Context: an optimization exercise on an open-source flow, tuned for small area and few clock cycles. The choices shown serve that exercise and are no tape-out recipe.
Function was checked by simulation only, so behaviour that the tests miss may differ from the original.

==> flow/design.v, too long to show whole: its modules and the start of the top module <==
// module rpnc_cell: 2225 lines
// module rpnc_benc: 12 lines
// module rpnc_oai22: 10 lines
// module rpnc_xor2: 8 lines
// module rpnc_fa: 11 lines
// module rpnc_ha: 10 lines
// module rpnc_ao21: 9 lines
// module rpn_stack_calculator_core: 183 lines
// module rpnc_aoi222: 12 lines
module rpn_stack_calculator_core
#(
  parameter int unsigned STACK_DEPTH = 16
) (
  input  logic             clk_i,
  input  logic             rst_ni,
  input  logic             s_axis_tvalid_i,
  output logic             s_axis_tready_o,
  input  logic [rpnc_pkg::DataW-1:0] s_axis_tdata_i,
  input  logic [1:0]       s_axis_tuser_i,
  output logic             m_axis_tvalid_o,
  input  logic             m_axis_tready_i,
  output logic [rpnc_pkg::DataW-1:0] m_axis_tdata_o,
  output logic [1:0]       m_axis_tuser_o,
  output logic             m_axis_tlast_o
);
  // ...
==> flow/flow/run.sh <==
#!/bin/bash
set -o pipefail
export BUFFER_PORTS_ARGS="-buffer_cell sky130_fd_sc_hd__buf_1"
export CTS_ARGS="-sink_clustering_enable -repair_clock_nets -dont_use_dummy_load -buf_list {sky130_fd_sc_hd__clkbuf_8 sky130_fd_sc_hd__clkbuf_16} -sink_clustering_size 25 -sink_clustering_max_diameter 80"
bash standard.sh > standard.log 2>&1
==> flow/standard.sh <==
#!/bin/bash
# synth_recipe.tcl (not shown) runs the flow's synth.tcl, then flattens the netlist and writes it again
# the make line also repeats each setting of config.mk as NAME=value (left out here)
make -C /OpenROAD-flow-scripts/flow DESIGN_CONFIG=/design/flow/config.mk WORK_HOME=/design/flow/orfs CLKGATE_MAP_FILE= SYNTH_SCRIPT=/design/flow/synth_recipe.tcl "${@:-finish}"
==> flow/config.mk <==
export PLATFORM = sky130hd
export DESIGN_NAME = rpn_stack_calculator_core
export DESIGN_NICKNAME = rpn_stack_calculator_core
export VERILOG_FILES = /design/flow/design.v
export SDC_FILE = /design/flow/constraint.sdc
export NUM_CORES = 4
export LEC_CHECK = 0
export ABC_CLOCK_PERIOD_IN_PS = 8500
export CAP_MARGIN = 20
export CORE_MARGIN = 2
export CORE_UTILIZATION = 55
export SLEW_MARGIN = 20
export SYNTH_HIERARCHICAL = 1
export SYNTH_MINIMUM_KEEP_SIZE = 0
==> flow/constraint.sdc <==
create_clock -name core_clock -period 8.5 [get_ports {clk_i}]
set_input_delay 1.7000 -clock core_clock [delete_from_list [all_inputs] [get_ports {clk_i}]]
set_output_delay 1.7000 -clock core_clock [all_outputs]
set_load 0.01 [all_outputs]
==> run notes, run 1 <==
outcome=finished clean; Seq area share=between 40% and 50%; Rel. slew slack=25.40%; global-route wire length before repair=~130 mm; weighted congestion at the end of routability-driven global placement=between 0.8 and 0.9; Worst-Skew Late Latency=approximately 0.64 ns; Hold/Removal Path Class=register to register; layout-stage area growth over the synthesis result=9.830%; launch point of the worst hold path=out_valid_q$_DFFE_PN0N_; critical path's most frequent cell=sky130_fd_sc_hd__a21o_1; Simple-Gate Fraction of Synth Area=approximately 5.6%; largest registers ranked by flip-flop count=mem_q (480), top_q (32), cnt_q (4); Die Span Y=~240 µm; path depth of the worst reg2reg path=25; inserted tap cell count=between 600 and 700; most used cells in the layout excluding fill and tap cells=sky130_fd_sc_hd__edfxtp_1 (483), sky130_fd_sc_hd__xor2_1 (303), sky130_fd_sc_hd__o22ai_1 (272), sky130_fd_sc_hd__fa_1 (240), sky130_fd_sc_hd__a222oi_1 (160); pre-CTS WS=0.2095 ns; slew at the pin closest to its max-slew limit=between 1 and 1.5 ns; count of plain and timing-repair buffers=187; total number of H-tree levels=1; critical path data arrival time=8.60 ns; setup ws final=~0.36 ns; largest cells by area after synthesis=sky130_fd_sc_hd__edfxtp_1 (48%), sky130_fd_sc_hd__fa_1 (16%), sky130_fd_sc_hd__xor2_1 (8.8%); number of gates on the worst path with buffers counted=25; Most flops, register=mem_q; cell area after placement=between 30000 and 40000 µm²; number of top-level pins=between 70 and 80; fin crit period=~8 ns
Testbench counts, summed over its fixed seeds: cycles 24,428.
==> module rpn_stack_calculator_core, before the edit <==
module rpn_stack_calculator_core
#(
  parameter int unsigned STACK_DEPTH = 16
) (
  input  logic             clk_i,
  input  logic             rst_ni,
  input  logic             s_axis_tvalid_i,
  output logic             s_axis_tready_o,
  input  logic [rpnc_pkg::DataW-1:0] s_axis_tdata_i,
  input  logic [1:0]       s_axis_tuser_i,
  output logic             m_axis_tvalid_o,
  input  logic             m_axis_tready_i,
  output logic [rpnc_pkg::DataW-1:0] m_axis_tdata_o,
  output logic [1:0]       m_axis_tuser_o,
  output logic             m_axis_tlast_o
);
  localparam int unsigned DataW = rpnc_pkg::DataW;
  localparam int unsigned MemD  = STACK_DEPTH - 1;
  logic [DataW-1:0] top_q;
  logic             top_vld_q;      
  logic [3:0]       cnt_q;          
  logic [MemD:0]    ptr_q;          
  logic [DataW-1:0] mem_q [MemD];
  logic             out_valid_q;
  logic             out_ok_q;
  logic             out_ovf_q;
  logic             out_last_q;
  rpnc_pkg::op_e op;
  assign op = rpnc_pkg::op_e'(s_axis_tuser_i);
  logic advance;                     
  assign advance = !out_valid_q || m_axis_tready_i;
  always_comb begin
    for (int i = 0; i <= MemD; i++) begin
      ptr_q[i] = (cnt_q == 4'(i));
    end
  end
  logic [DataW-1:0] below;
  localparam int unsigned NGrp = MemD / 3;
  logic [DataW-1:0] grp_n [NGrp];    
  for (genvar g = 0; g < NGrp; g++) begin : g_rd
    for (genvar b = 0; b < DataW; b++) begin : g_bit
      rpnc_aoi222 u_aoi (
        .a1_i (mem_q[3*g][b]),   .a2_i (ptr_q[3*g+1]),
        .b1_i (mem_q[3*g+1][b]), .b2_i (ptr_q[3*g+2]),
        .c1_i (mem_q[3*g+2][b]), .c2_i (ptr_q[3*g+3]),
        .y_o  (grp_n[g][b])
      );
    end
  end
  always_comb begin
    below = '0;
    for (int g = 0; g < NGrp; g++) begin
      below = below | ~grp_n[g];
    end
  end
  logic mul_sel;
  logic add_sel;
  logic move_sel;
  logic [DataW-1:0] mac_x_n;
  logic [DataW-1:0] mac_c;
  logic [DataW-1:0] alu_y;
  assign mac_x_n = ~(mul_sel ? below : DataW'(!move_sel));
  assign mac_c   = (add_sel || move_sel) ? below : '0;
  rpnc_cell u_alu (
    .x_n (mac_x_n),
    .t_i (top_q),
    .c_i (mac_c),
    .y_o (alu_y)
  );
  logic mem_empty;
  logic mem_full;
  logic mem_one;
  assign mem_empty = ptr_q[0];
  assign mem_one   = ptr_q[1];
  assign mem_full  = ptr_q[MemD];
  logic refill;                      
  logic accept;
  logic ok;
  logic ovf;
  logic push_mem;                    
  logic pop_mem;                     
  logic top_load;
  logic top_push;                    
  logic top_vld_d;
  always_comb begin
    refill    = 1'b0;
    ok        = 1'b0;
    ovf       = 1'b0;
    push_mem  = 1'b0;
    pop_mem   = 1'b0;
    top_load  = 1'b0;
    top_push  = 1'b0;
    top_vld_d = top_vld_q;
    case (op)
      rpnc_pkg::OP_PUSH: begin
        if (top_vld_q && mem_full) begin
          ovf = 1'b1;
        end else begin
          ok        = 1'b1;
          push_mem  = top_vld_q;
          top_load  = 1'b1;
          top_push  = 1'b1;
          top_vld_d = 1'b1;
        end
      end
      rpnc_pkg::OP_ADD, rpnc_pkg::OP_MUL: begin
        if (top_vld_q) begin
          if (!mem_empty) begin
            ok       = 1'b1;
            pop_mem  = 1'b1;
            top_load = 1'b1;
          end
        end else if (!mem_empty && !mem_one) begin
          refill    = 1'b1;
          pop_mem   = 1'b1;
          top_load  = 1'b1;
          top_vld_d = 1'b1;
        end
      end
      default: begin   
        if (top_vld_q) begin
          ok        = 1'b1;
          top_vld_d = 1'b0;
        end else if (!mem_empty) begin
          ok       = 1'b1;
          pop_mem  = 1'b1;
          top_load = 1'b1;
        end
      end
    endcase
  end
  assign accept          = s_axis_tvalid_i && advance && !refill;
  assign s_axis_tready_o = advance && !refill;
  logic step;                        
  assign step = s_axis_tvalid_i && advance;
  logic binop;                       
  assign binop    = top_vld_q && !mem_empty &&
                    (op == rpnc_pkg::OP_ADD || op == rpnc_pkg::OP_MUL);
  assign mul_sel  = step && binop && (op == rpnc_pkg::OP_MUL);
  assign add_sel  = step && binop && (op == rpnc_pkg::OP_ADD);
  assign move_sel = step && top_load && !top_push && !binop;
  always_ff @(posedge clk_i or negedge rst_ni) begin
    if (!rst_ni) begin
      cnt_q       <= '0;
      top_vld_q   <= 1'b0;
      out_valid_q <= 1'b0;
    end else begin
      if (advance) begin
        out_valid_q <= accept;
      end
      if (step) begin
        top_vld_q <= top_vld_d;
        if (push_mem) begin
          cnt_q <= cnt_q + 4'd1;
        end else if (pop_mem) begin
          cnt_q <= cnt_q - 4'd1;
        end
      end
    end
  end
  always_ff @(posedge clk_i) begin
    top_q <= (step && top_push) ? s_axis_tdata_i : alu_y;
  end
  for (genvar i = 0; i < MemD; i++) begin : g_mem
    always_ff @(posedge clk_i) begin
      if (step && push_mem && ptr_q[i]) begin
        mem_q[i] <= top_q;
      end
    end
  end
  always_ff @(posedge clk_i) begin
    if (accept) begin
      out_ok_q   <= ok;
      out_ovf_q  <= ovf;
      out_last_q <= (op == rpnc_pkg::OP_FINISH);
    end
  end
  assign m_axis_tvalid_o = out_valid_q;
  assign m_axis_tdata_o  = out_ok_q ? top_q : '0;
  assign m_axis_tuser_o  = out_ok_q ? rpnc_pkg::ST_OK :
                           out_ovf_q ? rpnc_pkg::ST_OVERFLOW : rpnc_pkg::ST_UNDERFLOW;
  assign m_axis_tlast_o  = out_last_q;
endmodule
==> inputs of run 2 (changes only) <==
--- a/flow/design.v
+++ b/flow/design.v
@@ -1256,18 +1256,18 @@
   logic pg49;
   logic pg50;
   logic pg51;
   logic pg52;
   logic pg53;
   logic pg54;
   logic pg55;
   logic pg56;
-  rpnc_benc u_enc0 (.y_i(t_i[1:0]), .ym1_i(1'b0), .one_no(one_n[0]), .two_no(two_n[0]), .neg_o(neg[0]));
-  rpnc_oai22 u_ao0_0 (.a1_i(one_n[0]), .a2_i(x_n[0]), .b1_i(two_n[0]), .b2_i(1'b1), .y_o(ao0_0));
+  rpnc_benc0 u_enc0 (.y_i(t_i[1:0]), .one_no(one_n[0]), .two_no(two_n[0]), .neg_o(neg[0]));
+  rpnc_nor2 u_ao0_0 (.a_i(one_n[0]), .b_i(x_n[0]), .y_o(ao0_0));
   rpnc_xor2 u_sel0_0 (.a_i(ao0_0), .b_i(neg[0]), .y_o(pp0_0));
   rpnc_oai22 u_ao0_1 (.a1_i(one_n[0]), .a2_i(x_n[1]), .b1_i(two_n[0]), .b2_i(x_n[0]), .y_o(ao0_1));
   rpnc_xor2 u_sel0_1 (.a_i(ao0_1), .b_i(neg[0]), .y_o(pp0_1));
   rpnc_oai22 u_ao0_2 (.a1_i(one_n[0]), .a2_i(x_n[2]), .b1_i(two_n[0]), .b2_i(x_n[1]), .y_o(ao0_2));
   rpnc_xor2 u_sel0_2 (.a_i(ao0_2), .b_i(neg[0]), .y_o(pp0_2));
   rpnc_oai22 u_ao0_3 (.a1_i(one_n[0]), .a2_i(x_n[3]), .b1_i(two_n[0]), .b2_i(x_n[2]), .y_o(ao0_3));
   rpnc_xor2 u_sel0_3 (.a_i(ao0_3), .b_i(neg[0]), .y_o(pp0_3));
   rpnc_oai22 u_ao0_4 (.a1_i(one_n[0]), .a2_i(x_n[4]), .b1_i(two_n[0]), .b2_i(x_n[3]), .y_o(ao0_4));
@@ -1322,17 +1322,17 @@
   rpnc_xor2 u_sel0_28 (.a_i(ao0_28), .b_i(neg[0]), .y_o(pp0_28));
   rpnc_oai22 u_ao0_29 (.a1_i(one_n[0]), .a2_i(x_n[29]), .b1_i(two_n[0]), .b2_i(x_n[28]), .y_o(ao0_29));
   rpnc_xor2 u_sel0_29 (.a_i(ao0_29), .b_i(neg[0]), .y_o(pp0_29));
   rpnc_oai22 u_ao0_30 (.a1_i(one_n[0]), .a2_i(x_n[30]), .b1_i(two_n[0]), .b2_i(x_n[29]), .y_o(ao0_30));
   rpnc_xor2 u_sel0_30 (.a_i(ao0_30), .b_i(neg[0]), .y_o(pp0_30));
   rpnc_oai22 u_ao0_31 (.a1_i(one_n[0]), .a2_i(x_n[31]), .b1_i(two_n[0]), .b2_i(x_n[30]), .y_o(ao0_31));
   rpnc_xor2 u_sel0_31 (.a_i(ao0_31), .b_i(neg[0]), .y_o(pp0_31));
   rpnc_benc u_enc1 (.y_i(t_i[3:2]), .ym1_i(t_i[1]), .one_no(one_n[1]), .two_no(two_n[1]), .neg_o(neg[1]));
-  rpnc_oai22 u_ao1_0 (.a1_i(one_n[1]), .a2_i(x_n[0]), .b1_i(two_n[1]), .b2_i(1'b1), .y_o(ao1_0));
+  rpnc_nor2 u_ao1_0 (.a_i(one_n[1]), .b_i(x_n[0]), .y_o(ao1_0));
   rpnc_xor2 u_sel1_0 (.a_i(ao1_0), .b_i(neg[1]), .y_o(pp1_0));
   rpnc_oai22 u_ao1_1 (.a1_i(one_n[1]), .a2_i(x_n[1]), .b1_i(two_n[1]), .b2_i(x_n[0]), .y_o(ao1_1));
   rpnc_xor2 u_sel1_1 (.a_i(ao1_1), .b_i(neg[1]), .y_o(pp1_1));
   rpnc_oai22 u_ao1_2 (.a1_i(one_n[1]), .a2_i(x_n[2]), .b1_i(two_n[1]), .b2_i(x_n[1]), .y_o(ao1_2));
   rpnc_xor2 u_sel1_2 (.a_i(ao1_2), .b_i(neg[1]), .y_o(pp1_2));
   rpnc_oai22 u_ao1_3 (.a1_i(one_n[1]), .a2_i(x_n[3]), .b1_i(two_n[1]), .b2_i(x_n[2]), .y_o(ao1_3));
   rpnc_xor2 u_sel1_3 (.a_i(ao1_3), .b_i(neg[1]), .y_o(pp1_3));
   rpnc_oai22 u_ao1_4 (.a1_i(one_n[1]), .a2_i(x_n[4]), .b1_i(two_n[1]), .b2_i(x_n[3]), .y_o(ao1_4));
@@ -1383,17 +1383,17 @@
   rpnc_xor2 u_sel1_26 (.a_i(ao1_26), .b_i(neg[1]), .y_o(pp1_26));
   rpnc_oai22 u_ao1_27 (.a1_i(one_n[1]), .a2_i(x_n[27]), .b1_i(two_n[1]), .b2_i(x_n[26]), .y_o(ao1_27));
   rpnc_xor2 u_sel1_27 (.a_i(ao1_27), .b_i(neg[1]), .y_o(pp1_27));
   rpnc_oai22 u_ao1_28 (.a1_i(one_n[1]), .a2_i(x_n[28]), .b1_i(two_n[1]), .b2_i(x_n[27]), .y_o(ao1_28));
   rpnc_xor2 u_sel1_28 (.a_i(ao1_28), .b_i(neg[1]), .y_o(pp1_28));
   rpnc_oai22 u_ao1_29 (.a1_i(one_n[1]), .a2_i(x_n[29]), .b1_i(two_n[1]), .b2_i(x_n[28]), .y_o(ao1_29));
   rpnc_xor2 u_sel1_29 (.a_i(ao1_29), .b_i(neg[1]), .y_o(pp1_29));
   rpnc_benc u_enc2 (.y_i(t_i[5:4]), .ym1_i(t_i[3]), .one_no(one_n[2]), .two_no(two_n[2]), .neg_o(neg[2]));
-  rpnc_oai22 u_ao2_0 (.a1_i(one_n[2]), .a2_i(x_n[0]), .b1_i(two_n[2]), .b2_i(1'b1), .y_o(ao2_0));
+  rpnc_nor2 u_ao2_0 (.a_i(one_n[2]), .b_i(x_n[0]), .y_o(ao2_0));
   rpnc_xor2 u_sel2_0 (.a_i(ao2_0), .b_i(neg[2]), .y_o(pp2_0));
   rpnc_oai22 u_ao2_1 (.a1_i(one_n[2]), .a2_i(x_n[1]), .b1_i(two_n[2]), .b2_i(x_n[0]), .y_o(ao2_1));
   rpnc_xor2 u_sel2_1 (.a_i(ao2_1), .b_i(neg[2]), .y_o(pp2_1));
   rpnc_oai22 u_ao2_2 (.a1_i(one_n[2]), .a2_i(x_n[2]), .b1_i(two_n[2]), .b2_i(x_n[1]), .y_o(ao2_2));
   rpnc_xor2 u_sel2_2 (.a_i(ao2_2), .b_i(neg[2]), .y_o(pp2_2));
   rpnc_oai22 u_ao2_3 (.a1_i(one_n[2]), .a2_i(x_n[3]), .b1_i(two_n[2]), .b2_i(x_n[2]), .y_o(ao2_3));
   rpnc_xor2 u_sel2_3 (.a_i(ao2_3), .b_i(neg[2]), .y_o(pp2_3));
   rpnc_oai22 u_ao2_4 (.a1_i(one_n[2]), .a2_i(x_n[4]), .b1_i(two_n[2]), .b2_i(x_n[3]), .y_o(ao2_4));
@@ -1440,17 +1440,17 @@
   rpnc_xor2 u_sel2_24 (.a_i(ao2_24), .b_i(neg[2]), .y_o(pp2_24));
   rpnc_oai22 u_ao2_25 (.a1_i(one_n[2]), .a2_i(x_n[25]), .b1_i(two_n[2]), .b2_i(x_n[24]), .y_o(ao2_25));
   rpnc_xor2 u_sel2_25 (.a_i(ao2_25), .b_i(neg[2]), .y_o(pp2_25));
   rpnc_oai22 u_ao2_26 (.a1_i(one_n[2]), .a2_i(x_n[26]), .b1_i(two_n[2]), .b2_i(x_n[25]), .y_o(ao2_26));
   rpnc_xor2 u_sel2_26 (.a_i(ao2_26), .b_i(neg[2]), .y_o(pp2_26));
   rpnc_oai22 u_ao2_27 (.a1_i(one_n[2]), .a2_i(x_n[27]), .b1_i(two_n[2]), .b2_i(x_n[26]), .y_o(ao2_27));
   rpnc_xor2 u_sel2_27 (.a_i(ao2_27), .b_i(neg[2]), .y_o(pp2_27));
   rpnc_benc u_enc3 (.y_i(t_i[7:6]), .ym1_i(t_i[5]), .one_no(one_n[3]), .two_no(two_n[3]), .neg_o(neg[3]));
-  rpnc_oai22 u_ao3_0 (.a1_i(one_n[3]), .a2_i(x_n[0]), .b1_i(two_n[3]), .b2_i(1'b1), .y_o(ao3_0));
+  rpnc_nor2 u_ao3_0 (.a_i(one_n[3]), .b_i(x_n[0]), .y_o(ao3_0));
   rpnc_xor2 u_sel3_0 (.a_i(ao3_0), .b_i(neg[3]), .y_o(pp3_0));
   rpnc_oai22 u_ao3_1 (.a1_i(one_n[3]), .a2_i(x_n[1]), .b1_i(two_n[3]), .b2_i(x_n[0]), .y_o(ao3_1));
   rpnc_xor2 u_sel3_1 (.a_i(ao3_1), .b_i(neg[3]), .y_o(pp3_1));
   rpnc_oai22 u_ao3_2 (.a1_i(one_n[3]), .a2_i(x_n[2]), .b1_i(two_n[3]), .b2_i(x_n[1]), .y_o(ao3_2));
   rpnc_xor2 u_sel3_2 (.a_i(ao3_2), .b_i(neg[3]), .y_o(pp3_2));
   rpnc_oai22 u_ao3_3 (.a1_i(one_n[3]), .a2_i(x_n[3]), .b1_i(two_n[3]), .b2_i(x_n[2]), .y_o(ao3_3));
   rpnc_xor2 u_sel3_3 (.a_i(ao3_3), .b_i(neg[3]), .y_o(pp3_3));
   rpnc_oai22 u_ao3_4 (.a1_i(one_n[3]), .a2_i(x_n[4]), .b1_i(two_n[3]), .b2_i(x_n[3]), .y_o(ao3_4));
@@ -1493,17 +1493,17 @@
   rpnc_xor2 u_sel3_22 (.a_i(ao3_22), .b_i(neg[3]), .y_o(pp3_22));
   rpnc_oai22 u_ao3_23 (.a1_i(one_n[3]), .a2_i(x_n[23]), .b1_i(two_n[3]), .b2_i(x_n[22]), .y_o(ao3_23));
   rpnc_xor2 u_sel3_23 (.a_i(ao3_23), .b_i(neg[3]), .y_o(pp3_23));
   rpnc_oai22 u_ao3_24 (.a1_i(one_n[3]), .a2_i(x_n[24]), .b1_i(two_n[3]), .b2_i(x_n[23]), .y_o(ao3_24));
   rpnc_xor2 u_sel3_24 (.a_i(ao3_24), .b_i(neg[3]), .y_o(pp3_24));
   rpnc_oai22 u_ao3_25 (.a1_i(one_n[3]), .a2_i(x_n[25]), .b1_i(two_n[3]), .b2_i(x_n[24]), .y_o(ao3_25));
   rpnc_xor2 u_sel3_25 (.a_i(ao3_25), .b_i(neg[3]), .y_o(pp3_25));
   rpnc_benc u_enc4 (.y_i(t_i[9:8]), .ym1_i(t_i[7]), .one_no(one_n[4]), .two_no(two_n[4]), .neg_o(neg[4]));
-  rpnc_oai22 u_ao4_0 (.a1_i(one_n[4]), .a2_i(x_n[0]), .b1_i(two_n[4]), .b2_i(1'b1), .y_o(ao4_0));
+  rpnc_nor2 u_ao4_0 (.a_i(one_n[4]), .b_i(x_n[0]), .y_o(ao4_0));
   rpnc_xor2 u_sel4_0 (.a_i(ao4_0), .b_i(neg[4]), .y_o(pp4_0));
   rpnc_oai22 u_ao4_1 (.a1_i(one_n[4]), .a2_i(x_n[1]), .b1_i(two_n[4]), .b2_i(x_n[0]), .y_o(ao4_1));
   rpnc_xor2 u_sel4_1 (.a_i(ao4_1), .b_i(neg[4]), .y_o(pp4_1));
   rpnc_oai22 u_ao4_2 (.a1_i(one_n[4]), .a2_i(x_n[2]), .b1_i(two_n[4]), .b2_i(x_n[1]), .y_o(ao4_2));
   rpnc_xor2 u_sel4_2 (.a_i(ao4_2), .b_i(neg[4]), .y_o(pp4_2));
   rpnc_oai22 u_ao4_3 (.a1_i(one_n[4]), .a2_i(x_n[3]), .b1_i(two_n[4]), .b2_i(x_n[2]), .y_o(ao4_3));
   rpnc_xor2 u_sel4_3 (.a_i(ao4_3), .b_i(neg[4]), .y_o(pp4_3));
   rpnc_oai22 u_ao4_4 (.a1_i(one_n[4]), .a2_i(x_n[4]), .b1_i(two_n[4]), .b2_i(x_n[3]), .y_o(ao4_4));
@@ -1542,17 +1542,17 @@
   rpnc_xor2 u_sel4_20 (.a_i(ao4_20), .b_i(neg[4]), .y_o(pp4_20));
   rpnc_oai22 u_ao4_21 (.a1_i(one_n[4]), .a2_i(x_n[21]), .b1_i(two_n[4]), .b2_i(x_n[20]), .y_o(ao4_21));
   rpnc_xor2 u_sel4_21 (.a_i(ao4_21), .b_i(neg[4]), .y_o(pp4_21));
   rpnc_oai22 u_ao4_22 (.a1_i(one_n[4]), .a2_i(x_n[22]), .b1_i(two_n[4]), .b2_i(x_n[21]), .y_o(ao4_22));
   rpnc_xor2 u_sel4_22 (.a_i(ao4_22), .b_i(neg[4]), .y_o(pp4_22));
   rpnc_oai22 u_ao4_23 (.a1_i(one_n[4]), .a2_i(x_n[23]), .b1_i(two_n[4]), .b2_i(x_n[22]), .y_o(ao4_23));
   rpnc_xor2 u_sel4_23 (.a_i(ao4_23), .b_i(neg[4]), .y_o(pp4_23));
   rpnc_benc u_enc5 (.y_i(t_i[11:10]), .ym1_i(t_i[9]), .one_no(one_n[5]), .two_no(two_n[5]), .neg_o(neg[5]));
-  rpnc_oai22 u_ao5_0 (.a1_i(one_n[5]), .a2_i(x_n[0]), .b1_i(two_n[5]), .b2_i(1'b1), .y_o(ao5_0));
+  rpnc_nor2 u_ao5_0 (.a_i(one_n[5]), .b_i(x_n[0]), .y_o(ao5_0));
   rpnc_xor2 u_sel5_0 (.a_i(ao5_0), .b_i(neg[5]), .y_o(pp5_0));
   rpnc_oai22 u_ao5_1 (.a1_i(one_n[5]), .a2_i(x_n[1]), .b1_i(two_n[5]), .b2_i(x_n[0]), .y_o(ao5_1));
   rpnc_xor2 u_sel5_1 (.a_i(ao5_1), .b_i(neg[5]), .y_o(pp5_1));
   rpnc_oai22 u_ao5_2 (.a1_i(one_n[5]), .a2_i(x_n[2]), .b1_i(two_n[5]), .b2_i(x_n[1]), .y_o(ao5_2));
   rpnc_xor2 u_sel5_2 (.a_i(ao5_2), .b_i(neg[5]), .y_o(pp5_2));
   rpnc_oai22 u_ao5_3 (.a1_i(one_n[5]), .a2_i(x_n[3]), .b1_i(two_n[5]), .b2_i(x_n[2]), .y_o(ao5_3));
   rpnc_xor2 u_sel5_3 (.a_i(ao5_3), .b_i(neg[5]), .y_o(pp5_3));
   rpnc_oai22 u_ao5_4 (.a1_i(one_n[5]), .a2_i(x_n[4]), .b1_i(two_n[5]), .b2_i(x_n[3]), .y_o(ao5_4));
@@ -1587,17 +1587,17 @@
   rpnc_xor2 u_sel5_18 (.a_i(ao5_18), .b_i(neg[5]), .y_o(pp5_18));
   rpnc_oai22 u_ao5_19 (.a1_i(one_n[5]), .a2_i(x_n[19]), .b1_i(two_n[5]), .b2_i(x_n[18]), .y_o(ao5_19));
   rpnc_xor2 u_sel5_19 (.a_i(ao5_19), .b_i(neg[5]), .y_o(pp5_19));
   rpnc_oai22 u_ao5_20 (.a1_i(one_n[5]), .a2_i(x_n[20]), .b1_i(two_n[5]), .b2_i(x_n[19]), .y_o(ao5_20));
   rpnc_xor2 u_sel5_20 (.a_i(ao5_20), .b_i(neg[5]), .y_o(pp5_20));
   rpnc_oai22 u_ao5_21 (.a1_i(one_n[5]), .a2_i(x_n[21]), .b1_i(two_n[5]), .b2_i(x_n[20]), .y_o(ao5_21));
   rpnc_xor2 u_sel5_21 (.a_i(ao5_21), .b_i(neg[5]), .y_o(pp5_21));
   rpnc_benc u_enc6 (.y_i(t_i[13:12]), .ym1_i(t_i[11]), .one_no(one_n[6]), .two_no(two_n[6]), .neg_o(neg[6]));
-  rpnc_oai22 u_ao6_0 (.a1_i(one_n[6]), .a2_i(x_n[0]), .b1_i(two_n[6]), .b2_i(1'b1), .y_o(ao6_0));
+  rpnc_nor2 u_ao6_0 (.a_i(one_n[6]), .b_i(x_n[0]), .y_o(ao6_0));
   rpnc_xor2 u_sel6_0 (.a_i(ao6_0), .b_i(neg[6]), .y_o(pp6_0));
   rpnc_oai22 u_ao6_1 (.a1_i(one_n[6]), .a2_i(x_n[1]), .b1_i(two_n[6]), .b2_i(x_n[0]), .y_o(ao6_1));
   rpnc_xor2 u_sel6_1 (.a_i(ao6_1), .b_i(neg[6]), .y_o(pp6_1));
   rpnc_oai22 u_ao6_2 (.a1_i(one_n[6]), .a2_i(x_n[2]), .b1_i(two_n[6]), .b2_i(x_n[1]), .y_o(ao6_2));
   rpnc_xor2 u_sel6_2 (.a_i(ao6_2), .b_i(neg[6]), .y_o(pp6_2));
   rpnc_oai22 u_ao6_3 (.a1_i(one_n[6]), .a2_i(x_n[3]), .b1_i(two_n[6]), .b2_i(x_n[2]), .y_o(ao6_3));
   rpnc_xor2 u_sel6_3 (.a_i(ao6_3), .b_i(neg[6]), .y_o(pp6_3));
   rpnc_oai22 u_ao6_4 (.a1_i(one_n[6]), .a2_i(x_n[4]), .b1_i(two_n[6]), .b2_i(x_n[3]), .y_o(ao6_4));
@@ -1628,17 +1628,17 @@
   rpnc_xor2 u_sel6_16 (.a_i(ao6_16), .b_i(neg[6]), .y_o(pp6_16));
   rpnc_oai22 u_ao6_17 (.a1_i(one_n[6]), .a2_i(x_n[17]), .b1_i(two_n[6]), .b2_i(x_n[16]), .y_o(ao6_17));
   rpnc_xor2 u_sel6_17 (.a_i(ao6_17), .b_i(neg[6]), .y_o(pp6_17));
   rpnc_oai22 u_ao6_18 (.a1_i(one_n[6]), .a2_i(x_n[18]), .b1_i(two_n[6]), .b2_i(x_n[17]), .y_o(ao6_18));
   rpnc_xor2 u_sel6_18 (.a_i(ao6_18), .b_i(neg[6]), .y_o(pp6_18));
   rpnc_oai22 u_ao6_19 (.a1_i(one_n[6]), .a2_i(x_n[19]), .b1_i(two_n[6]), .b2_i(x_n[18]), .y_o(ao6_19));
   rpnc_xor2 u_sel6_19 (.a_i(ao6_19), .b_i(neg[6]), .y_o(pp6_19));
   rpnc_benc u_enc7 (.y_i(t_i[15:14]), .ym1_i(t_i[13]), .one_no(one_n[7]), .two_no(two_n[7]), .neg_o(neg[7]));
-  rpnc_oai22 u_ao7_0 (.a1_i(one_n[7]), .a2_i(x_n[0]), .b1_i(two_n[7]), .b2_i(1'b1), .y_o(ao7_0));
+  rpnc_nor2 u_ao7_0 (.a_i(one_n[7]), .b_i(x_n[0]), .y_o(ao7_0));
   rpnc_xor2 u_sel7_0 (.a_i(ao7_0), .b_i(neg[7]), .y_o(pp7_0));
   rpnc_oai22 u_ao7_1 (.a1_i(one_n[7]), .a2_i(x_n[1]), .b1_i(two_n[7]), .b2_i(x_n[0]), .y_o(ao7_1));
   rpnc_xor2 u_sel7_1 (.a_i(ao7_1), .b_i(neg[7]), .y_o(pp7_1));
   rpnc_oai22 u_ao7_2 (.a1_i(one_n[7]), .a2_i(x_n[2]), .b1_i(two_n[7]), .b2_i(x_n[1]), .y_o(ao7_2));
   rpnc_xor2 u_sel7_2 (.a_i(ao7_2), .b_i(neg[7]), .y_o(pp7_2));
   rpnc_oai22 u_ao7_3 (.a1_i(one_n[7]), .a2_i(x_n[3]), .b1_i(two_n[7]), .b2_i(x_n[2]), .y_o(ao7_3));
   rpnc_xor2 u_sel7_3 (.a_i(ao7_3), .b_i(neg[7]), .y_o(pp7_3));
   rpnc_oai22 u_ao7_4 (.a1_i(one_n[7]), .a2_i(x_n[4]), .b1_i(two_n[7]), .b2_i(x_n[3]), .y_o(ao7_4));
@@ -1665,17 +1665,17 @@
   rpnc_xor2 u_sel7_14 (.a_i(ao7_14), .b_i(neg[7]), .y_o(pp7_14));
   rpnc_oai22 u_ao7_15 (.a1_i(one_n[7]), .a2_i(x_n[15]), .b1_i(two_n[7]), .b2_i(x_n[14]), .y_o(ao7_15));
   rpnc_xor2 u_sel7_15 (.a_i(ao7_15), .b_i(neg[7]), .y_o(pp7_15));
   rpnc_oai22 u_ao7_16 (.a1_i(one_n[7]), .a2_i(x_n[16]), .b1_i(two_n[7]), .b2_i(x_n[15]), .y_o(ao7_16));
   rpnc_xor2 u_sel7_16 (.a_i(ao7_16), .b_i(neg[7]), .y_o(pp7_16));
   rpnc_oai22 u_ao7_17 (.a1_i(one_n[7]), .a2_i(x_n[17]), .b1_i(two_n[7]), .b2_i(x_n[16]), .y_o(ao7_17));
   rpnc_xor2 u_sel7_17 (.a_i(ao7_17), .b_i(neg[7]), .y_o(pp7_17));
   rpnc_benc u_enc8 (.y_i(t_i[17:16]), .ym1_i(t_i[15]), .one_no(one_n[8]), .two_no(two_n[8]), .neg_o(neg[8]));
-  rpnc_oai22 u_ao8_0 (.a1_i(one_n[8]), .a2_i(x_n[0]), .b1_i(two_n[8]), .b2_i(1'b1), .y_o(ao8_0));
+  rpnc_nor2 u_ao8_0 (.a_i(one_n[8]), .b_i(x_n[0]), .y_o(ao8_0));
   rpnc_xor2 u_sel8_0 (.a_i(ao8_0), .b_i(neg[8]), .y_o(pp8_0));
   rpnc_oai22 u_ao8_1 (.a1_i(one_n[8]), .a2_i(x_n[1]), .b1_i(two_n[8]), .b2_i(x_n[0]), .y_o(ao8_1));
   rpnc_xor2 u_sel8_1 (.a_i(ao8_1), .b_i(neg[8]), .y_o(pp8_1));
   rpnc_oai22 u_ao8_2 (.a1_i(one_n[8]), .a2_i(x_n[2]), .b1_i(two_n[8]), .b2_i(x_n[1]), .y_o(ao8_2));
   rpnc_xor2 u_sel8_2 (.a_i(ao8_2), .b_i(neg[8]), .y_o(pp8_2));
   rpnc_oai22 u_ao8_3 (.a1_i(one_n[8]), .a2_i(x_n[3]), .b1_i(two_n[8]), .b2_i(x_n[2]), .y_o(ao8_3));
   rpnc_xor2 u_sel8_3 (.a_i(ao8_3), .b_i(neg[8]), .y_o(pp8_3));
   rpnc_oai22 u_ao8_4 (.a1_i(one_n[8]), .a2_i(x_n[4]), .b1_i(two_n[8]), .b2_i(x_n[3]), .y_o(ao8_4));
@@ -1698,17 +1698,17 @@
   rpnc_xor2 u_sel8_12 (.a_i(ao8_12), .b_i(neg[8]), .y_o(pp8_12));
   rpnc_oai22 u_ao8_13 (.a1_i(one_n[8]), .a2_i(x_n[13]), .b1_i(two_n[8]), .b2_i(x_n[12]), .y_o(ao8_13));
   rpnc_xor2 u_sel8_13 (.a_i(ao8_13), .b_i(neg[8]), .y_o(pp8_13));
   rpnc_oai22 u_ao8_14 (.a1_i(one_n[8]), .a2_i(x_n[14]), .b1_i(two_n[8]), .b2_i(x_n[13]), .y_o(ao8_14));
   rpnc_xor2 u_sel8_14 (.a_i(ao8_14), .b_i(neg[8]), .y_o(pp8_14));
   rpnc_oai22 u_ao8_15 (.a1_i(one_n[8]), .a2_i(x_n[15]), .b1_i(two_n[8]), .b2_i(x_n[14]), .y_o(ao8_15));
   rpnc_xor2 u_sel8_15 (.a_i(ao8_15), .b_i(neg[8]), .y_o(pp8_15));
   rpnc_benc u_enc9 (.y_i(t_i[19:18]), .ym1_i(t_i[17]), .one_no(one_n[9]), .two_no(two_n[9]), .neg_o(neg[9]));
-  rpnc_oai22 u_ao9_0 (.a1_i(one_n[9]), .a2_i(x_n[0]), .b1_i(two_n[9]), .b2_i(1'b1), .y_o(ao9_0));
+  rpnc_nor2 u_ao9_0 (.a_i(one_n[9]), .b_i(x_n[0]), .y_o(ao9_0));
   rpnc_xor2 u_sel9_0 (.a_i(ao9_0), .b_i(neg[9]), .y_o(pp9_0));
   rpnc_oai22 u_ao9_1 (.a1_i(one_n[9]), .a2_i(x_n[1]), .b1_i(two_n[9]), .b2_i(x_n[0]), .y_o(ao9_1));
   rpnc_xor2 u_sel9_1 (.a_i(ao9_1), .b_i(neg[9]), .y_o(pp9_1));
   rpnc_oai22 u_ao9_2 (.a1_i(one_n[9]), .a2_i(x_n[2]), .b1_i(two_n[9]), .b2_i(x_n[1]), .y_o(ao9_2));
   rpnc_xor2 u_sel9_2 (.a_i(ao9_2), .b_i(neg[9]), .y_o(pp9_2));
   rpnc_oai22 u_ao9_3 (.a1_i(one_n[9]), .a2_i(x_n[3]), .b1_i(two_n[9]), .b2_i(x_n[2]), .y_o(ao9_3));
   rpnc_xor2 u_sel9_3 (.a_i(ao9_3), .b_i(neg[9]), .y_o(pp9_3));
   rpnc_oai22 u_ao9_4 (.a1_i(one_n[9]), .a2_i(x_n[4]), .b1_i(two_n[9]), .b2_i(x_n[3]), .y_o(ao9_4));
@@ -1727,17 +1727,17 @@
   rpnc_xor2 u_sel9_10 (.a_i(ao9_10), .b_i(neg[9]), .y_o(pp9_10));
   rpnc_oai22 u_ao9_11 (.a1_i(one_n[9]), .a2_i(x_n[11]), .b1_i(two_n[9]), .b2_i(x_n[10]), .y_o(ao9_11));
   rpnc_xor2 u_sel9_11 (.a_i(ao9_11), .b_i(neg[9]), .y_o(pp9_11));
   rpnc_oai22 u_ao9_12 (.a1_i(one_n[9]), .a2_i(x_n[12]), .b1_i(two_n[9]), .b2_i(x_n[11]), .y_o(ao9_12));
   rpnc_xor2 u_sel9_12 (.a_i(ao9_12), .b_i(neg[9]), .y_o(pp9_12));
   rpnc_oai22 u_ao9_13 (.a1_i(one_n[9]), .a2_i(x_n[13]), .b1_i(two_n[9]), .b2_i(x_n[12]), .y_o(ao9_13));
   rpnc_xor2 u_sel9_13 (.a_i(ao9_13), .b_i(neg[9]), .y_o(pp9_13));
   rpnc_benc u_enc10 (.y_i(t_i[21:20]), .ym1_i(t_i[19]), .one_no(one_n[10]), .two_no(two_n[10]), .neg_o(neg[10]));
-  rpnc_oai22 u_ao10_0 (.a1_i(one_n[10]), .a2_i(x_n[0]), .b1_i(two_n[10]), .b2_i(1'b1), .y_o(ao10_0));
+  rpnc_nor2 u_ao10_0 (.a_i(one_n[10]), .b_i(x_n[0]), .y_o(ao10_0));
   rpnc_xor2 u_sel10_0 (.a_i(ao10_0), .b_i(neg[10]), .y_o(pp10_0));
   rpnc_oai22 u_ao10_1 (.a1_i(one_n[10]), .a2_i(x_n[1]), .b1_i(two_n[10]), .b2_i(x_n[0]), .y_o(ao10_1));
   rpnc_xor2 u_sel10_1 (.a_i(ao10_1), .b_i(neg[10]), .y_o(pp10_1));
   rpnc_oai22 u_ao10_2 (.a1_i(one_n[10]), .a2_i(x_n[2]), .b1_i(two_n[10]), .b2_i(x_n[1]), .y_o(ao10_2));
   rpnc_xor2 u_sel10_2 (.a_i(ao10_2), .b_i(neg[10]), .y_o(pp10_2));
   rpnc_oai22 u_ao10_3 (.a1_i(one_n[10]), .a2_i(x_n[3]), .b1_i(two_n[10]), .b2_i(x_n[2]), .y_o(ao10_3));
   rpnc_xor2 u_sel10_3 (.a_i(ao10_3), .b_i(neg[10]), .y_o(pp10_3));
   rpnc_oai22 u_ao10_4 (.a1_i(one_n[10]), .a2_i(x_n[4]), .b1_i(two_n[10]), .b2_i(x_n[3]), .y_o(ao10_4));
@@ -1752,17 +1752,17 @@
   rpnc_xor2 u_sel10_8 (.a_i(ao10_8), .b_i(neg[10]), .y_o(pp10_8));
   rpnc_oai22 u_ao10_9 (.a1_i(one_n[10]), .a2_i(x_n[9]), .b1_i(two_n[10]), .b2_i(x_n[8]), .y_o(ao10_9));
   rpnc_xor2 u_sel10_9 (.a_i(ao10_9), .b_i(neg[10]), .y_o(pp10_9));
   rpnc_oai22 u_ao10_10 (.a1_i(one_n[10]), .a2_i(x_n[10]), .b1_i(two_n[10]), .b2_i(x_n[9]), .y_o(ao10_10));
   rpnc_xor2 u_sel10_10 (.a_i(ao10_10), .b_i(neg[10]), .y_o(pp10_10));
   rpnc_oai22 u_ao10_11 (.a1_i(one_n[10]), .a2_i(x_n[11]), .b1_i(two_n[10]), .b2_i(x_n[10]), .y_o(ao10_11));
   rpnc_xor2 u_sel10_11 (.a_i(ao10_11), .b_i(neg[10]), .y_o(pp10_11));
   rpnc_benc u_enc11 (.y_i(t_i[23:22]), .ym1_i(t_i[21]), .one_no(one_n[11]), .two_no(two_n[11]), .neg_o(neg[11]));
-  rpnc_oai22 u_ao11_0 (.a1_i(one_n[11]), .a2_i(x_n[0]), .b1_i(two_n[11]), .b2_i(1'b1), .y_o(ao11_0));
+  rpnc_nor2 u_ao11_0 (.a_i(one_n[11]), .b_i(x_n[0]), .y_o(ao11_0));
   rpnc_xor2 u_sel11_0 (.a_i(ao11_0), .b_i(neg[11]), .y_o(pp11_0));
   rpnc_oai22 u_ao11_1 (.a1_i(one_n[11]), .a2_i(x_n[1]), .b1_i(two_n[11]), .b2_i(x_n[0]), .y_o(ao11_1));
   rpnc_xor2 u_sel11_1 (.a_i(ao11_1), .b_i(neg[11]), .y_o(pp11_1));
   rpnc_oai22 u_ao11_2 (.a1_i(one_n[11]), .a2_i(x_n[2]), .b1_i(two_n[11]), .b2_i(x_n[1]), .y_o(ao11_2));
   rpnc_xor2 u_sel11_2 (.a_i(ao11_2), .b_i(neg[11]), .y_o(pp11_2));
   rpnc_oai22 u_ao11_3 (.a1_i(one_n[11]), .a2_i(x_n[3]), .b1_i(two_n[11]), .b2_i(x_n[2]), .y_o(ao11_3));
   rpnc_xor2 u_sel11_3 (.a_i(ao11_3), .b_i(neg[11]), .y_o(pp11_3));
   rpnc_oai22 u_ao11_4 (.a1_i(one_n[11]), .a2_i(x_n[4]), .b1_i(two_n[11]), .b2_i(x_n[3]), .y_o(ao11_4));
@@ -1773,56 +1773,56 @@
   rpnc_xor2 u_sel11_6 (.a_i(ao11_6), .b_i(neg[11]), .y_o(pp11_6));
   rpnc_oai22 u_ao11_7 (.a1_i(one_n[11]), .a2_i(x_n[7]), .b1_i(two_n[11]), .b2_i(x_n[6]), .y_o(ao11_7));
   rpnc_xor2 u_sel11_7 (.a_i(ao11_7), .b_i(neg[11]), .y_o(pp11_7));
   rpnc_oai22 u_ao11_8 (.a1_i(one_n[11]), .a2_i(x_n[8]), .b1_i(two_n[11]), .b2_i(x_n[7]), .y_o(ao11_8));
   rpnc_xor2 u_sel11_8 (.a_i(ao11_8), .b_i(neg[11]), .y_o(pp11_8));
   rpnc_oai22 u_ao11_9 (.a1_i(one_n[11]), .a2_i(x_n[9]), .b1_i(two_n[11]), .b2_i(x_n[8]), .y_o(ao11_9));
   rpnc_xor2 u_sel11_9 (.a_i(ao11_9), .b_i(neg[11]), .y_o(pp11_9));
   rpnc_benc u_enc12 (.y_i(t_i[25:24]), .ym1_i(t_i[23]), .one_no(one_n[12]), .two_no(two_n[12]), .neg_o(neg[12]));
-  rpnc_oai22 u_ao12_0 (.a1_i(one_n[12]), .a2_i(x_n[0]), .b1_i(two_n[12]), .b2_i(1'b1), .y_o(ao12_0));
+  rpnc_nor2 u_ao12_0 (.a_i(one_n[12]), .b_i(x_n[0]), .y_o(ao12_0));
   rpnc_xor2 u_sel12_0 (.a_i(ao12_0), .b_i(neg[12]), .y_o(pp12_0));
   rpnc_oai22 u_ao12_1 (.a1_i(one_n[12]), .a2_i(x_n[1]), .b1_i(two_n[12]), .b2_i(x_n[0]), .y_o(ao12_1));
   rpnc_xor2 u_sel12_1 (.a_i(ao12_1), .b_i(neg[12]), .y_o(pp12_1));
   rpnc_oai22 u_ao12_2 (.a1_i(one_n[12]), .a2_i(x_n[2]), .b1_i(two_n[12]), .b2_i(x_n[1]), .y_o(ao12_2));
   rpnc_xor2 u_sel12_2 (.a_i(ao12_2), .b_i(neg[12]), .y_o(pp12_2));
   rpnc_oai22 u_ao12_3 (.a1_i(one_n[12]), .a2_i(x_n[3]), .b1_i(two_n[12]), .b2_i(x_n[2]), .y_o(ao12_3));
   rpnc_xor2 u_sel12_3 (.a_i(ao12_3), .b_i(neg[12]), .y_o(pp12_3));
   rpnc_oai22 u_ao12_4 (.a1_i(one_n[12]), .a2_i(x_n[4]), .b1_i(two_n[12]), .b2_i(x_n[3]), .y_o(ao12_4));
   rpnc_xor2 u_sel12_4 (.a_i(ao12_4), .b_i(neg[12]), .y_o(pp12_4));
   rpnc_oai22 u_ao12_5 (.a1_i(one_n[12]), .a2_i(x_n[5]), .b1_i(two_n[12]), .b2_i(x_n[4]), .y_o(ao12_5));
   rpnc_xor2 u_sel12_5 (.a_i(ao12_5), .b_i(neg[12]), .y_o(pp12_5));
   rpnc_oai22 u_ao12_6 (.a1_i(one_n[12]), .a2_i(x_n[6]), .b1_i(two_n[12]), .b2_i(x_n[5]), .y_o(ao12_6));
   rpnc_xor2 u_sel12_6 (.a_i(ao12_6), .b_i(neg[12]), .y_o(pp12_6));
   rpnc_oai22 u_ao12_7 (.a1_i(one_n[12]), .a2_i(x_n[7]), .b1_i(two_n[12]), .b2_i(x_n[6]), .y_o(ao12_7));
   rpnc_xor2 u_sel12_7 (.a_i(ao12_7), .b_i(neg[12]), .y_o(pp12_7));
   rpnc_benc u_enc13 (.y_i(t_i[27:26]), .ym1_i(t_i[25]), .one_no(one_n[13]), .two_no(two_n[13]), .neg_o(neg[13]));
-  rpnc_oai22 u_ao13_0 (.a1_i(one_n[13]), .a2_i(x_n[0]), .b1_i(two_n[13]), .b2_i(1'b1), .y_o(ao13_0));
+  rpnc_nor2 u_ao13_0 (.a_i(one_n[13]), .b_i(x_n[0]), .y_o(ao13_0));
   rpnc_xor2 u_sel13_0 (.a_i(ao13_0), .b_i(neg[13]), .y_o(pp13_0));
   rpnc_oai22 u_ao13_1 (.a1_i(one_n[13]), .a2_i(x_n[1]), .b1_i(two_n[13]), .b2_i(x_n[0]), .y_o(ao13_1));
   rpnc_xor2 u_sel13_1 (.a_i(ao13_1), .b_i(neg[13]), .y_o(pp13_1));
   rpnc_oai22 u_ao13_2 (.a1_i(one_n[13]), .a2_i(x_n[2]), .b1_i(two_n[13]), .b2_i(x_n[1]), .y_o(ao13_2));
   rpnc_xor2 u_sel13_2 (.a_i(ao13_2), .b_i(neg[13]), .y_o(pp13_2));
   rpnc_oai22 u_ao13_3 (.a1_i(one_n[13]), .a2_i(x_n[3]), .b1_i(two_n[13]), .b2_i(x_n[2]), .y_o(ao13_3));
   rpnc_xor2 u_sel13_3 (.a_i(ao13_3), .b_i(neg[13]), .y_o(pp13_3));
   rpnc_oai22 u_ao13_4 (.a1_i(one_n[13]), .a2_i(x_n[4]), .b1_i(two_n[13]), .b2_i(x_n[3]), .y_o(ao13_4));
   rpnc_xor2 u_sel13_4 (.a_i(ao13_4), .b_i(neg[13]), .y_o(pp13_4));
   rpnc_oai22 u_ao13_5 (.a1_i(one_n[13]), .a2_i(x_n[5]), .b1_i(two_n[13]), .b2_i(x_n[4]), .y_o(ao13_5));
   rpnc_xor2 u_sel13_5 (.a_i(ao13_5), .b_i(neg[13]), .y_o(pp13_5));
   rpnc_benc u_enc14 (.y_i(t_i[29:28]), .ym1_i(t_i[27]), .one_no(one_n[14]), .two_no(two_n[14]), .neg_o(neg[14]));
-  rpnc_oai22 u_ao14_0 (.a1_i(one_n[14]), .a2_i(x_n[0]), .b1_i(two_n[14]), .b2_i(1'b1), .y_o(ao14_0));
+  rpnc_nor2 u_ao14_0 (.a_i(one_n[14]), .b_i(x_n[0]), .y_o(ao14_0));
   rpnc_xor2 u_sel14_0 (.a_i(ao14_0), .b_i(neg[14]), .y_o(pp14_0));
   rpnc_oai22 u_ao14_1 (.a1_i(one_n[14]), .a2_i(x_n[1]), .b1_i(two_n[14]), .b2_i(x_n[0]), .y_o(ao14_1));
   rpnc_xor2 u_sel14_1 (.a_i(ao14_1), .b_i(neg[14]), .y_o(pp14_1));
   rpnc_oai22 u_ao14_2 (.a1_i(one_n[14]), .a2_i(x_n[2]), .b1_i(two_n[14]), .b2_i(x_n[1]), .y_o(ao14_2));
   rpnc_xor2 u_sel14_2 (.a_i(ao14_2), .b_i(neg[14]), .y_o(pp14_2));
   rpnc_oai22 u_ao14_3 (.a1_i(one_n[14]), .a2_i(x_n[3]), .b1_i(two_n[14]), .b2_i(x_n[2]), .y_o(ao14_3));
   rpnc_xor2 u_sel14_3 (.a_i(ao14_3), .b_i(neg[14]), .y_o(pp14_3));
   rpnc_benc u_enc15 (.y_i(t_i[31:30]), .ym1_i(t_i[29]), .one_no(one_n[15]), .two_no(two_n[15]), .neg_o(neg[15]));
-  rpnc_oai22 u_ao15_0 (.a1_i(one_n[15]), .a2_i(x_n[0]), .b1_i(two_n[15]), .b2_i(1'b1), .y_o(ao15_0));
+  rpnc_nor2 u_ao15_0 (.a_i(one_n[15]), .b_i(x_n[0]), .y_o(ao15_0));
   rpnc_xor2 u_sel15_0 (.a_i(ao15_0), .b_i(neg[15]), .y_o(pp15_0));
   rpnc_oai22 u_ao15_1 (.a1_i(one_n[15]), .a2_i(x_n[1]), .b1_i(two_n[15]), .b2_i(x_n[0]), .y_o(ao15_1));
   rpnc_xor2 u_sel15_1 (.a_i(ao15_1), .b_i(neg[15]), .y_o(pp15_1));
   rpnc_ha u_ha0 (.a_i(neg[11]), .b_i(c_i[22]), .s_o(hs0), .c_o(hc0));
   rpnc_ha u_ha1 (.a_i(c_i[23]), .b_i(pp0_23), .s_o(hs1), .c_o(hc1));
   rpnc_fa u_fa0 (.a_i(neg[12]), .b_i(c_i[24]), .c_i(pp0_24), .s_o(fs0), .c_o(fc0));
   rpnc_ha u_ha2 (.a_i(pp1_22), .b_i(pp2_20), .s_o(hs2), .c_o(hc2));
   rpnc_fa u_fa1 (.a_i(c_i[25]), .b_i(pp0_25), .c_i(pp1_23), .s_o(fs1), .c_o(fc1));
@@ -2248,16 +2248,35 @@
   output logic       one_no,
   output logic       two_no,
   output logic       neg_o
 );
   assign one_no = ~(y_i[0] ^ ym1_i);
   assign two_no = ~((y_i[1] & ~y_i[0] & ~ym1_i) | (~y_i[1] & y_i[0] & ym1_i));
   assign neg_o  = y_i[1];
 endmodule
+module rpnc_benc0
+(
+  input  logic [1:0] y_i,
+  output logic       one_no,
+  output logic       two_no,
+  output logic       neg_o
+);
+  assign one_no = ~y_i[0];
+  assign two_no = ~(y_i[1] & ~y_i[0]);
+  assign neg_o  = y_i[1];
+endmodule
+module rpnc_nor2
+(
+  input  logic a_i,
+  input  logic b_i,
+  output logic y_o
+);
+  assign y_o = ~(a_i | b_i);
+endmodule
 module rpnc_oai22
 (
   input  logic a1_i,
   input  logic a2_i,
   input  logic b1_i,
   input  logic b2_i,
   output logic y_o
 );
@@ -2332,43 +2351,48 @@
   assign op = rpnc_pkg::op_e'(s_axis_tuser_i);
   logic advance;                     
   assign advance = !out_valid_q || m_axis_tready_i;
   always_comb begin
     for (int i = 0; i <= MemD; i++) begin
       ptr_q[i] = (cnt_q == 4'(i));
     end
   end
-  logic [DataW-1:0] below;
   localparam int unsigned NGrp = MemD / 3;
   logic [DataW-1:0] grp_n [NGrp];    
   for (genvar g = 0; g < NGrp; g++) begin : g_rd
     for (genvar b = 0; b < DataW; b++) begin : g_bit
       rpnc_aoi222 u_aoi (
         .a1_i (mem_q[3*g][b]),   .a2_i (ptr_q[3*g+1]),
         .b1_i (mem_q[3*g+1][b]), .b2_i (ptr_q[3*g+2]),
         .c1_i (mem_q[3*g+2][b]), .c2_i (ptr_q[3*g+3]),
         .y_o  (grp_n[g][b])
       );
     end
   end
-  always_comb begin
-    below = '0;
-    for (int g = 0; g < NGrp; g++) begin
-      below = below | ~grp_n[g];
-    end
-  end
   logic mul_sel;
   logic add_sel;
   logic move_sel;
+  logic c_sel;
   logic [DataW-1:0] mac_x_n;
   logic [DataW-1:0] mac_c;
   logic [DataW-1:0] alu_y;
-  assign mac_x_n = ~(mul_sel ? below : DataW'(!move_sel));
-  assign mac_c   = (add_sel || move_sel) ? below : '0;
+  logic [DataW-1:0] below_lo;        
+  logic [DataW-1:0] below_hi;        
+  assign c_sel = add_sel || move_sel;
+  for (genvar b = 0; b < DataW; b++) begin : g_opnd
+    rpnc_nand3 u_lo (.a_i(grp_n[0][b]), .b_i(grp_n[1][b]), .c_i(grp_n[2][b]), .y_o(below_lo[b]));
+    rpnc_nand2 u_hi (.a_i(grp_n[3][b]), .b_i(grp_n[4][b]), .y_o(below_hi[b]));
+    rpnc_oa21 u_c (.a1_i(below_lo[b]), .a2_i(below_hi[b]), .b_i(c_sel), .y_o(mac_c[b]));
+    if (b == 0) begin : g_x0
+      assign mac_x_n[b] = ~(mul_sel ? (below_lo[b] | below_hi[b]) : !move_sel);
+    end else begin : g_xn
+      rpnc_oai21 u_x (.a1_i(below_lo[b]), .a2_i(below_hi[b]), .b_i(mul_sel), .y_o(mac_x_n[b]));
+    end
+  end
   rpnc_cell u_alu (
     .x_n (mac_x_n),
     .t_i (top_q),
     .c_i (mac_c),
     .y_o (alu_y)
   );
   logic mem_empty;
   logic mem_full;
@@ -2491,8 +2515,43 @@
   input  logic b1_i,
   input  logic b2_i,
   input  logic c1_i,
   input  logic c2_i,
   output logic y_o
 );
   assign y_o = ~((a1_i & a2_i) | (b1_i & b2_i) | (c1_i & c2_i));
 endmodule
+module rpnc_nand3
+(
+  input  logic a_i,
+  input  logic b_i,
+  input  logic c_i,
+  output logic y_o
+);
+  assign y_o = ~(a_i & b_i & c_i);
+endmodule
+module rpnc_nand2
+(
+  input  logic a_i,
+  input  logic b_i,
+  output logic y_o
+);
+  assign y_o = ~(a_i & b_i);
+endmodule
+module rpnc_oa21
+(
+  input  logic a1_i,
+  input  logic a2_i,
+  input  logic b_i,
+  output logic y_o
+);
+  assign y_o = (a1_i | a2_i) & b_i;
+endmodule
+module rpnc_oai21
+(
+  input  logic a1_i,
+  input  logic a2_i,
+  input  logic b_i,
+  output logic y_o
+);
+  assign y_o = ~((a1_i | a2_i) & b_i);
+endmodule
==> flow/config.mk (replaced) <==
export PLATFORM = sky130hd
export DESIGN_NAME = rpn_stack_calculator_core
export DESIGN_NICKNAME = rpn_stack_calculator_core
export VERILOG_FILES = /design/flow/design.v
export SDC_FILE = /design/flow/constraint.sdc
export NUM_CORES = 4
export LEC_CHECK = 0
export ABC_CLOCK_PERIOD_IN_PS = 8500
export CAP_MARGIN = 20
export CORE_MARGIN = 2
export CORE_UTILIZATION = 70
export SLEW_MARGIN = 20
export SYNTH_HIERARCHICAL = 1
export SYNTH_MINIMUM_KEEP_SIZE = 0
==> run 2 against run 1 <==
Still clean on timing, DRC and antenna. Die area fell by 22%. Wire length is 3.8% lower. Via count increased by 3.2%. Synthesized area is 0.78% lower. Setup slack got worse by 0.073 ns. First-iteration DRC count is 43% higher. Worst hold slack better by 0.013 ns. Non-clock buffer count up 7. Highest routed layer unchanged.
==> run notes, run 2 <==
routed len/inst=between 20 and 30 µm; most common cell after layout, fill and taps aside=sky130_fd_sc_hd__edfxtp_1; slew at the pin closest to its max-slew limit=1.222 ns (+0.1027 ns); Setup TNS Final=0 ns; GR peak layer=met2; Slowest-stage cell, CP=sky130_fd_sc_hd__fa_1; post-route design area=between 30000 and 40000 µm²; average size of a mapped cell=between 10 and 15 µm²; delay of the slowest critical-path stage=approximately 0.62 ns; WL final=a little over 80 mm; number of antenna violations at the first check in global routing=1; standard-cell rows=75; Die Span Y=210.7 µm (-12%); via total after detailed routing=about 20000; filler cell count in the final layout=approximately 2500; Clock Skew=0.08862 ns; Hold/Removal Path Class=register to register; pre-CTS WS=0.06955 ns (-0.1400 ns); clock tree root driver cell=sky130_fd_sc_hd__clkbuf_16; met1 routing resource usage after global routing=56.27%; area share of the largest cell type after synthesis=48.50%; most used cells in the layout excluding fill and tap cells=sky130_fd_sc_hd__edfxtp_1 (483), sky130_fd_sc_hd__xor2_1 (304), sky130_fd_sc_hd__o22ai_1 (257), sky130_fd_sc_hd__fa_1 (240), sky130_fd_sc_hd__a222oi_1 (160); critical path data arrival time=8.66 ns (+0.06 ns); largest cells by area after synthesis=sky130_fd_sc_hd__edfxtp_1 (49%), sky130_fd_sc_hd__fa_1 (16%), sky130_fd_sc_hd__xor2_1 (8.9%); fin. max-slew vios=0; number of buffer cells added on primary ports=74; largest registers ranked by flip-flop count=mem_q (480), top_q (32), cnt_q (4); clk sink count=521; crit path max fanout=21; remaining antenna violation count after routing=0; worst path buffer plus inverter count=3; sequential fraction of the synthesis area=51.15%; global-route wire length before repair=124.1 mm (-3.4%); outcome=finished clean; total half-perimeter wirelength after legalization and detailed placement=~55 mm; final worst path period share=96.63%; Worst R2R Setup Slack=0.29 ns; GR Layer Usage met2=a little under 60%; Most flops, register=mem_q; setup ws final=0.2867 ns (-0.07313 ns); count of routing violations after the opening detailed-route iteration=3469; overall die width=~210 µm; via count of the first global-routing pass=around 20000; maximum buffer depth of the clock tree=3; number of nets at the end of the flow=between 2000 and 3000; count of unique library cells instantiated by Yosys=47; global router's overall resource usage=a little under two fifths; CP endpoint kind=register; number of top-level pins=75 (unchanged); maximum number of pins on one net before global-route repair=50; weighted congestion at the end of routability-driven global placement=0.9644 (+7.8%); critical path's most frequent cell=sky130_fd_sc_hd__a21o_1; unrepaired setup endpoints after global routing=false; post-CTS setup buffers=0; layout-stage area growth over the synthesis result=9.473%; CP delay by family, top=adder cells; 1st-pass router iterations=10; count of final hold-check violations=0; Worst-Skew Late Latency=0.63 ns (about the same); fin crit period=8.213 ns (+0.07313 ns); Fmax achieved=0.1218 GHz; clock transition at the register clock pins on the worst setup and hold paths after CTS=~0.09 ns; Largest register FFs=480; Storage cell area=between 15000 and 20000 µm²; GR Overflow Total=0; share of final-layout standard cells stronger than drive strength 1=a little under an eighth; cell taking the most area after synthesis=sky130_fd_sc_hd__edfxtp_1; Startpoint Class=register; combined area of the multi-input logic cells=between 10000 and 15000 µm²; most common library cells after synthesis=sky130_fd_sc_hd__edfxtp_1 (483), sky130_fd_sc_hd__xor2_1 (304), sky130_fd_sc_hd__o22ai_1 (257), sky130_fd_sc_hd__fa_1 (240), sky130_fd_sc_hd__a222oi_1 (160); total number of H-tree levels=1 (unchanged); CORE AREA=around 42000 µm²; number of buffers created by CTS=30; required time of the worst setup path=~9 ns; final setup violating endpoints=0; count of inserted antenna diode cells=0; hold_ws=0.5955 ns; most numerous cell in the Yosys netlist=sky130_fd_sc_hd__edfxtp_1; cell area after placement=31790 µm² (-1.7%); most common flop cell mapped by yosys=sky130_fd_sc_hd__edfxtp_1; async set-reset flop share out of synthesis=under 10%; critical path type=register to register; initial core utilization=~70%; flop and latch count out of synthesis=between 500 and 600; count of synthesis-stage warnings from yosys=10; post-synthesis cell count=2025; max-capacitance violation count=0; number of enable-type register cells in the synthesized netlist=between 400 and 500; Netlist Area Pre-Place=around 30000 µm²; post-DR vias/cell=around 7.3; met3 capacity usage during global routing=under 10%; total DRC errors in the routed layout=0; Rel. slew slack=18.55% (-6.8 points); die area=44390 µm²; CTS tree=done
## run 2: cell count changes in the layout (fill, tap and decap cells not counted), moves of 5 or more
cell,delta
sky130_fd_sc_hd__and3_1,-32
sky130_fd_sc_hd__buf_4,+10
sky130_fd_sc_hd__conb_1,-19
sky130_fd_sc_hd__nand2_1,-5
sky130_fd_sc_hd__nor2_1,+14
sky130_fd_sc_hd__nor2b_2,-19
sky130_fd_sc_hd__nor2b_4,-10
sky130_fd_sc_hd__o21a_1,+32
sky130_fd_sc_hd__o21ai_1,+18
sky130_fd_sc_hd__o21ai_2,+14
sky130_fd_sc_hd__o22ai_1,-15
## run 2: worst paths after layout
path / startpoint / end / depth (start not counted)
setup reg to reg: cnt_q[1]$_DFFE_PN0P_ / top_q[31]$_DFF_P_ / 25
hold reg to reg: out_valid_q$_DFFE_PN0N_ / out_valid_q$_DFFE_PN0N_ / 2
min in group asynchronous: rst_ni / out_valid_q$_DFFE_PN0N_ / 1
hold / removal: out_valid_q$_DFFE_PN0N_ / out_valid_q$_DFFE_PN0N_ / 2
max in group asynchronous: rst_ni / cnt_q[3]$_DFFE_PN0P_ / 1
setup / recovery: cnt_q[1]$_DFFE_PN0P_ / top_q[31]$_DFF_P_ / 25
## run 2: area by class of cell
cell class / instances / share of cell area, %
tap: 539 / 2.060
clock buffer: 30 / 2.293
sequential: 521 / 46.75
timing repair buffer: 194 / 4.151
inverter: 11 / 0.1261
multi-input combinational: 1466 / 44.61
## run 2: logic make-up after synthesis
kind of cell	Yosys count	synth area share (%)
multiplexers	32	1.205
XOR/XNOR	322	9.431
AND/OR/NAND/NOR	235	4.218
flip-flops	521	51.15
adder cells (fa/ha/maj)	312	19.08
AO/OA/AOI/OAI	565	14.21
buffers and inverters	38	0.7071
## run 2: metrics by stage
stage	utilization [%]	cells
5_1_grt	77.87	2761
6_report	77.87	2761
3_3_place_gp	75.56	2722
2_1_floorplan	-	2025
3_5_place_dp	75.63	2723
4_1_cts	77.41	2753
## run 2: layer usage
metal | part of all wire [%] | routed length, µm
met5 | 0 | 0
met4 | 2.8 | 2284
met3 | 12 | 9709
met2 | 47 | 38240
met1 | 39 | 31930
## run 2: worst min-delay path, delay by kind of cell, from the launching register on
kind / cells / cell delay, ns
DFF: 1 / 0.40
and+or+nand+nor: 1 / 0.08
AOI/OAI and AO/OA: 1 / 0.07
## run 2: repair_timing
| item | CTS | global route |
|---|---|---|
| hold buffers | 0 | 0 |
| resized for setup | 0 | 6 |
| endpoints found under the setup margin | 0 | 2 |
## run 2: modules after synthesis, one instance, submodules excluded, a selection
| module | cells inside | area [µm²] |
|---|---|---|
| rpnc_nor2 | 1 | 3.754 |
| rpnc_oai22 | 1 | 6.256 |
| rpnc_ao21 | 1 | 7.507 |
| rpnc_aoi222 | 1 | 10.01 |
| rpnc_fa | 1 | 20.02 |
| rpnc_nand3 | 1 | 5.005 |
| rpnc_oa21 | 1 | 7.507 |
| rpn_stack_calculator_core | 706 | 16580 |
Testbench counts of run 2, summed over its fixed seeds: cycles 24,428.

[static timing again, ports no longer ideal]
The flow's constraints put no driver on any port. The routed layouts listed below were extracted and timed again, unchanged, in two steps.
Step 1, drivers: a clkbuf_16 drives clk_i and a buf_2 each remaining input, both assumed.
Step 2 moves the port delays by t, midway between the first and last clock arrival at a register: inputs arrive t later, outputs are due t later. That takes back most of the time a late clock gives input paths.
a / b / c = ideal / step 1 / step 2; a / b = the first two.
| run | shift t [ns] | setup WS [ns] | worst setup path after step 2 | worst data-port slew with drivers (ns) |
|---|---|---|---|---|
| run 1 | 0.656 | 0.360 / 0.360 / 0.110 | input to register | 0.06 |
| run 2 | 0.645 | 0.287 / 0.287 / -0.129 | input to register | 0.05 |
With both steps, setup timing fails in run 2, where it was met with ideal ports. For run 2, which loses most, drivers alone change the setup slack by 0.000 ns; drivers and shift together by -0.416 ns.
